From an optimization exercise on the open Yosys and OpenROAD flow, aimed at small area, a short achievable clock period and few clock cycles; shortcuts taken in it are not production practice. In this exercise RTL edits were held to simulation tests only and were not proved equivalent to the original. Power and IR drop assume default switching activity.

## codma_top
module codma_top(
    input  logic                         clk_i,
    input  logic                         reset_n_i,
    input  logic                         start_i,
    input  logic [codma_pkg::ADDR_W-1:0] task_pointer_i,
    input  logic [codma_pkg::ADDR_W-1:0] status_pointer_i,
    output logic                         busy_o,
    output logic                         irq_o,
    output logic                         bus_req_o,
    output logic                         bus_we_o,
    output logic [codma_pkg::ADDR_W-1:0] bus_addr_o,
    output logic [codma_pkg::DATA_W-1:0] bus_wdata_o,
    input  logic [codma_pkg::DATA_W-1:0] bus_rdata_i,
    input  logic                         bus_ack_i,
    input  logic                         bus_error_i
);
    logic fetch_r;      
    logic pend_r;       
    logic read_r;       
    logic write_r;      
    logic fin_r;        
    logic busy_r;
    logic req_r;        
    logic we_r;
    logic irq_r;
    logic pend_err_r;   
    logic burst_r;      
    logic [2:0]  cnt_r;
    logic [31:0] addr_r;     
    logic [31:0] next_r;     
    logic [29:0] words_r;    
    logic        last_r;     
    logic [31:0] buf_r [8];  
    logic resp;
    logic desc_last;
    logic desc_ok;
    logic pkt_last;
    logic copy;
    logic copy_end;
    logic fin_end, fin_retry;
    logic sel_sp, sel_next, step;
    logic s_tp, s_sp, s_nx, s_inc;
    logic [31:0] addr_carry;   
    logic [29:0] words_zero;   
    logic        dec;
    assign resp      = bus_ack_i | bus_error_i;
    assign desc_last = fetch_r && (cnt_r[1:0] == 2'd3);
    assign desc_ok   = (bus_rdata_i != 32'd0) &&
                       (buf_r[5][31:1] == 31'd0) &&
                       (buf_r[5][0] ? (bus_rdata_i[4:0] == 5'd0) : (bus_rdata_i[1:0] == 2'd0));
  ...
Size in the first run: ~970 cells after synthesis, roughly 170 I/O pins, about 14,000 µm² of cells after synthesis.
==> flow/config.mk <==
export PLATFORM = sky130hd
export DESIGN_NAME = codma_top
export DESIGN_NICKNAME = codma_top
export VERILOG_FILES = /design/flow/design.v
export SDC_FILE = /design/flow/constraint.sdc
export NUM_CORES = 4
export LEC_CHECK = 0
export CAP_MARGIN = 20
export CORE_MARGIN = 2
export CORE_UTILIZATION = 55
export PLACE_DENSITY = 0.75
export SLEW_MARGIN = 20
export BUFFER_PORTS_ARGS = -buffer_cell sky130_fd_sc_hd__buf_1
export CTS_ARGS = -sink_clustering_enable -repair_clock_nets -dont_use_dummy_load -sink_clustering_size 16 -sink_clustering_max_diameter 80 -buf_list sky130_fd_sc_hd__clkbuf_8
export SETUP_SLACK_MARGIN = 3.7
==> flow/constraint.sdc <==
create_clock -name core_clock -period 6.0 [get_ports {clk_i}]
set_input_delay 1.2000 -clock core_clock [delete_from_list [all_inputs] [get_ports {clk_i}]]
set_output_delay 1.2000 -clock core_clock [all_outputs]
set_load 0.01 [all_outputs]
standard.sh (not shown) runs the stock make flow with config.mk's settings and CLKGATE_MAP_FILE= SYNTH_SCRIPT=/design/flow/synth_recipe.tcl, a recipe that flattens the netlist after the stock synthesis.
==> flow/flow/run.sh <==
#!/bin/bash
set -euo pipefail
cat >> config.mk <<'EOC'
export BUFFER_PORTS_ARGS = -buffer_cell sky130_fd_sc_hd__buf_1
export CTS_ARGS = -sink_clustering_enable -repair_clock_nets -dont_use_dummy_load -sink_clustering_size 16 -sink_clustering_max_diameter 80 -buf_list sky130_fd_sc_hd__clkbuf_8
export SETUP_SLACK_MARGIN = 3.6
EOC
bash standard.sh cts > standard_to_cts.log 2>&1
sed -i 's/^export SETUP_SLACK_MARGIN = 3.6$/export SETUP_SLACK_MARGIN = 3.7/' config.mk
bash standard.sh finish > standard_finish.log 2>&1
Testbench counts at the start, summed over its fixed seeds: cycles 33,685.
Rerun with:
==> flow/flow/run.sh (replaced) <==
#!/bin/bash
# The standard layout (the standard.sh) with two changes: every port is buffered with
# sky130_fd_sc_hd__buf_1 instead of the cell buffer_ports picks by itself, and clock tree
# synthesis inserts no dummy loads and uses the clustering below. The make output goes to
# standard.log in this folder.
set -euo pipefail
cat >> config.mk <<'EOC'
export BUFFER_PORTS_ARGS = -buffer_cell sky130_fd_sc_hd__buf_1
export CTS_ARGS = -sink_clustering_enable -repair_clock_nets -dont_use_dummy_load -sink_clustering_size 16 -sink_clustering_max_diameter 80 -buf_list sky130_fd_sc_hd__clkbuf_8
EOC
bash standard.sh > standard.log 2>&1
- SETUP_SLACK_MARGIN: 3.7 -> 3.6
The changed run finished with timing, DRC and antenna clean. Setup slack is worse by 0.023 ns. Utilization fell by 3.1 points. Combinational power shrinks by 23%. Power came out lower by 6.9%. Final cell count decreases by 3.4%. Register-to-register slack got worse by 0.03 ns. Final area fell by 4.7%.
Rerun with:
--- a/flow/flow/run.sh
+++ b/flow/flow/run.sh
@@ -9 +9 @@
-export CTS_ARGS = -sink_clustering_enable -repair_clock_nets -dont_use_dummy_load -sink_clustering_size 16 -sink_clustering_max_diameter 80 -buf_list sky130_fd_sc_hd__clkbuf_8
+export CTS_ARGS = -sink_clustering_enable -repair_clock_nets -dont_use_dummy_load -sink_clustering_size 20 -sink_clustering_max_diameter 80
- CTS_ARGS: -sink_clustering_enable -repair_clock_nets -dont_use_dummy_load -sink_clustering_size 16 -sink_clustering_max_diameter 80 -buf_list sky130_fd_sc_hd__clkbuf_8 -> -sink_clustering_enable -repair_clock_nets -dont_use_dummy_load -sink_clustering_size 20 -sink_clustering_max_diameter 80
- PLACE_DENSITY: 0.75 -> not set
Final area is higher by 2.5%.
Die area stays the same.
Clock skew is higher by 0.016 ns.
Total power is higher by 5.1%.
Setup slack is worse by 0.022 ns.
Worst hold slack is worse by 0.040 ns.
Sequential power is about the same.
Sequential share of layout area is lower by 1.8 points.
Rerun with:
--- a/flow/flow/run.sh
+++ b/flow/flow/run.sh
@@ -9 +9 @@
-export CTS_ARGS = -sink_clustering_enable -repair_clock_nets -dont_use_dummy_load -sink_clustering_size 20 -sink_clustering_max_diameter 80
+export CTS_ARGS = -sink_clustering_enable -repair_clock_nets -dont_use_dummy_load -sink_clustering_size 16 -sink_clustering_max_diameter 80 -buf_list sky130_fd_sc_hd__clkbuf_8
- CORE_UTILIZATION: 55 -> 70
- CTS_ARGS: -sink_clustering_enable -repair_clock_nets -dont_use_dummy_load -sink_clustering_size 20 -sink_clustering_max_diameter 80 -> -sink_clustering_enable -repair_clock_nets -dont_use_dummy_load -sink_clustering_size 16 -sink_clustering_max_diameter 80 -buf_list sky130_fd_sc_hd__clkbuf_8
- SETUP_SLACK_MARGIN: 3.6 -> 3.7
Outcome:
- The changed run completed without violations
- wire length fell by 5.5%
- fmax rises by 3.2%
- synthesized area stays the same
- via count is higher by 3.1%
- setup slack gets better by 0.075 ns
- combinational power is higher by 16%
- cell count fell by 2.7%
- sequential share of layout area increases by 0.36 points
- utilization increases by 19 points
- die area goes down by 21%

Setup of v6:
Another version of the RTL of codma_top (not shown whole).
Size: roughly 1100 cells after synthesis.
clock: 6.0 ns
lec_check: 0
cap_margin: 20
core_margin: 2
core_utilization: 55
setup_slack_margin: 3.3
slew_margin: 20
run.sh (not shown) runs the stock make flow with config.mk's settings and CLKGATE_MAP_FILE= SYNTH_SCRIPT=/design/flow/synth_recipe.tcl, a recipe that flattens the netlist after the stock synthesis.
Stock flow here: none of the scripts above is used.
Testbench counts of v6, summed over its fixed seeds: cycles 33,685.
Input-level comparison between v7 and v6:
Settings: SETUP_SLACK_MARGIN: 3.3 -> 3.6.
Results
- v7 finished end to end and its layout was clean on timing, DRC and antenna.
- The first-iteration detailed-routing DRC count in v7 sits about 9% below the value recorded for v6.
- Comparing v7 against v6, there is no change at all in clock buffer count from CTS.
- v7 vs. v6: met1 routing resource usage after global routing fell by 1.1 points; final wirelength rose by 510 microns; clock power barely changed; average wire length per cell after detail routing held steady.

== job 9551 ==
RTL: one of the versions met above, not the one the previous note started from.
For scale: ~970 cells after synthesis, about 370 flip-flops, roughly 170 I/O pins, about 14000 µm² of cells after synthesis.
==> flow/config.mk <==
export PLATFORM = sky130hd
export DESIGN_NAME = codma_top
export DESIGN_NICKNAME = codma_top
export VERILOG_FILES = /design/flow/design.v
export SDC_FILE = /design/flow/constraint.sdc
export NUM_CORES = 4
export LEC_CHECK = 0
export CAP_MARGIN = 20
export CORE_MARGIN = 2
export CORE_UTILIZATION = 55
export SETUP_SLACK_MARGIN = 3.6
export SLEW_MARGIN = 20
==> flow/constraint.sdc <==
create_clock -name core_clock -period 6.0 [get_ports {clk_i}]
set_input_delay 1.2000 -clock core_clock [delete_from_list [all_inputs] [get_ports {clk_i}]]
set_output_delay 1.2000 -clock core_clock [all_outputs]
set_load 0.01 [all_outputs]
Testbench counts of job 9551, summed over its fixed seeds: cycles 33,685.
Setup changes, job 9551 to job 6878
Settings: SETUP_SLACK_MARGIN: 3.6 -> 3.9; CTS_ARGS: unset -> -sink_clustering_enable -repair_clock_nets -dont_use_dummy_load -sink_clustering_size 20 -sink_clustering_max_diameter 80; BUFFER_PORTS_ARGS: unset -> -buffer_cell sky130_fd_sc_hd__buf_1.
==> flow/flow/run.sh (new file) <==
#!/bin/bash
# The standard layout (the standard.sh) with two changes: every port is buffered with
# sky130_fd_sc_hd__buf_1 instead of the cell buffer_ports picks by itself, and clock tree
# synthesis inserts no dummy loads and uses the clustering below. The make output goes to
# standard.log in this folder.
set -euo pipefail
cat >> config.mk <<'EOC'
export BUFFER_PORTS_ARGS = -buffer_cell sky130_fd_sc_hd__buf_1
export CTS_ARGS = -sink_clustering_enable -repair_clock_nets -dont_use_dummy_load -sink_clustering_size 20 -sink_clustering_max_diameter 80
EOC
bash standard.sh > standard.log 2>&1
==> flow/standard.sh (new file) <==
#!/bin/bash
# synth_recipe.tcl (not shown) runs the flow's synth.tcl, then flattens the netlist and writes it again
# the make line also repeats each setting of config.mk as NAME=value (left out here)
make -C /OpenROAD-flow-scripts/flow DESIGN_CONFIG=/design/flow/config.mk WORK_HOME=/design/flow/orfs CLKGATE_MAP_FILE= SYNTH_SCRIPT=/design/flow/synth_recipe.tcl "${@:-finish}"
removed: flow/run.sh
Post-placement cell count: job 6878 vs job 9551, no meaningful difference. Job 6878 and job 9551 ended up with roughly the same power. Compare job 9551 and job 6878 | power share of the combinational group lower: job 9551. Job 6878 vs job 9551 — internal portion of total power dropped by a few percent. The post-CTS setup buffer count of job 6878 exceeds that of job 9551 by 51. In the flow results for job 9551 and job 6878, the sum of routed wire length over all layers is larger on job 6878. Clock transition at the registers of the reported paths ends up higher on job 6878. Critical path startpoint = addr_r[4]: job 9551; critical path startpoint = bus_error_i: job 6878.
### job 6878 -> job 4072
Settings: swapping 3.9 for 3.6 in SETUP_SLACK_MARGIN; swapping -sink_clustering_enable -repair_clock_nets -dont_use_dummy_load -sink_clustering_size 20 -sink_clustering_max_diameter 80 for -sink_clustering_enable -repair_clock_nets -dont_use_dummy_load -sink_clustering_size 16 -sink_clustering_max_diameter 80 -buf_list sky130_fd_sc_hd__clkbuf_8 in CTS_ARGS; swapping 55 for 70 in CORE_UTILIZATION.
-- flow/flow/run.sh --
<<< job 6878, line 8
export BUFFER_PORTS_ARGS = -buffer_cell sky130_fd_sc_hd__buf_1
export CTS_ARGS = -sink_clustering_enable -repair_clock_nets -dont_use_dummy_load -sink_clustering_size 20 -sink_clustering_max_diameter 80
EOC
>>> job 4072, line 8
export BUFFER_PORTS_ARGS = -buffer_cell sky130_fd_sc_hd__buf_1
export CTS_ARGS = -sink_clustering_enable -repair_clock_nets -dont_use_dummy_load -sink_clustering_size 16 -sink_clustering_max_diameter 80 -buf_list sky130_fd_sc_hd__clkbuf_8
EOC
==> comparison <==
Of the two values seen for worst setup path startpoint, bus_error_i was produced by job 6878 and bus_rdata_i[24] by job 4072. Depth of the critical timing path with buffers and inverters included in job 4072 vs job 6878: down 2. Compared with job 6878, job 4072 shows final worst setup slack higher by 0.0053 ns. Number of placement rows for job 4072 is lower than for job 6878. Total global routing track utilization was higher in the run labelled job 4072. [compare] base=job 6878 new=job 4072: number of combinational gates with multiple inputs held, area of all placed cells without fillers saw a decrease, combinational group share of total power went down by 8.3 points, overall die area down about 20%, final cell count went down by 9.6%.
### job 4072 -> job 543
Settings: CORE_UTILIZATION: 70 -> 55.
==> comparison <==
- Diff job 4072 -> job 543: critical path depth higher, fraction of area in clock buffers and inverters barely changed, maximum net fanout on the critical path up 4.
- Between job 4072 and job 543, the post-layout net count figures differ only marginally.
- Of job 4072 and job 543, the higher first-iteration DRC count belongs to job 4072.
- For the number of tap cells added at floorplan, job 543 came in about 25% higher than job 4072 did.
- Taking job 4072 as the reference, in job 543 combinational power moved down, met2 routing resource usage after global routing moved down.
- Delta (job 543 minus job 4072): worst hold slack now larger, wire length on met3 now smaller.
- In job 543 relative to job 4072, leakage power had gone down slightly.

afterwards: timing with drivers on the ports:
In the flow no input, the clock included, has a driving cell. The finished layouts below were timed again as built, in two steps.
Step 1: set_driving_cell puts a clkbuf_16 on clk_i and a buf_2 on each other input, an assumption about the parent block.
Step 2 times the ports against the registers' clock, not the clock port: input delays grow and output delays shrink by t, the midpoint of the rising clock arrivals with the driver on.
Slacks: no drivers / after step 1 / after step 2; pairs: no drivers / after step 1.
run | t, ns | slack for setup (ns) | worst data-port slew with drivers (ns)
the first run of note 1 | 0.613 | 3.663 / 3.617 / 3.055 | 0.13
the second run of note 1 | 0.606 | 3.640 / 3.595 / 3.058 | 0.04
the third run of note 1 | 0.548 | 3.618 / 3.600 / 3.096 | 0.06
the fourth run of note 1 | 0.601 | 3.692 / 3.673 / 3.118 | 0.05
v6 | 0.565 | 3.327 / 3.282 / 2.764 | 0.08
v7 | 0.570 | 3.608 / 3.558 / 3.034 | 0.08
job 9551 | 0.567 | 3.601 / 3.550 / 3.114 | 0.07
job 6878 | 0.554 | 3.613 / 3.597 / 3.043 | 0.09
job 4072 | 0.600 | 3.619 / 3.595 / 3.018 | 0.06
job 543 | 0.599 | 3.601 / 3.609 / 3.019 | 0.06
After both steps every run listed still meets setup and hold. The setup slack of the first run of note 1, which loses most, moves by -0.046 ns with the drivers and by -0.608 ns with both steps.
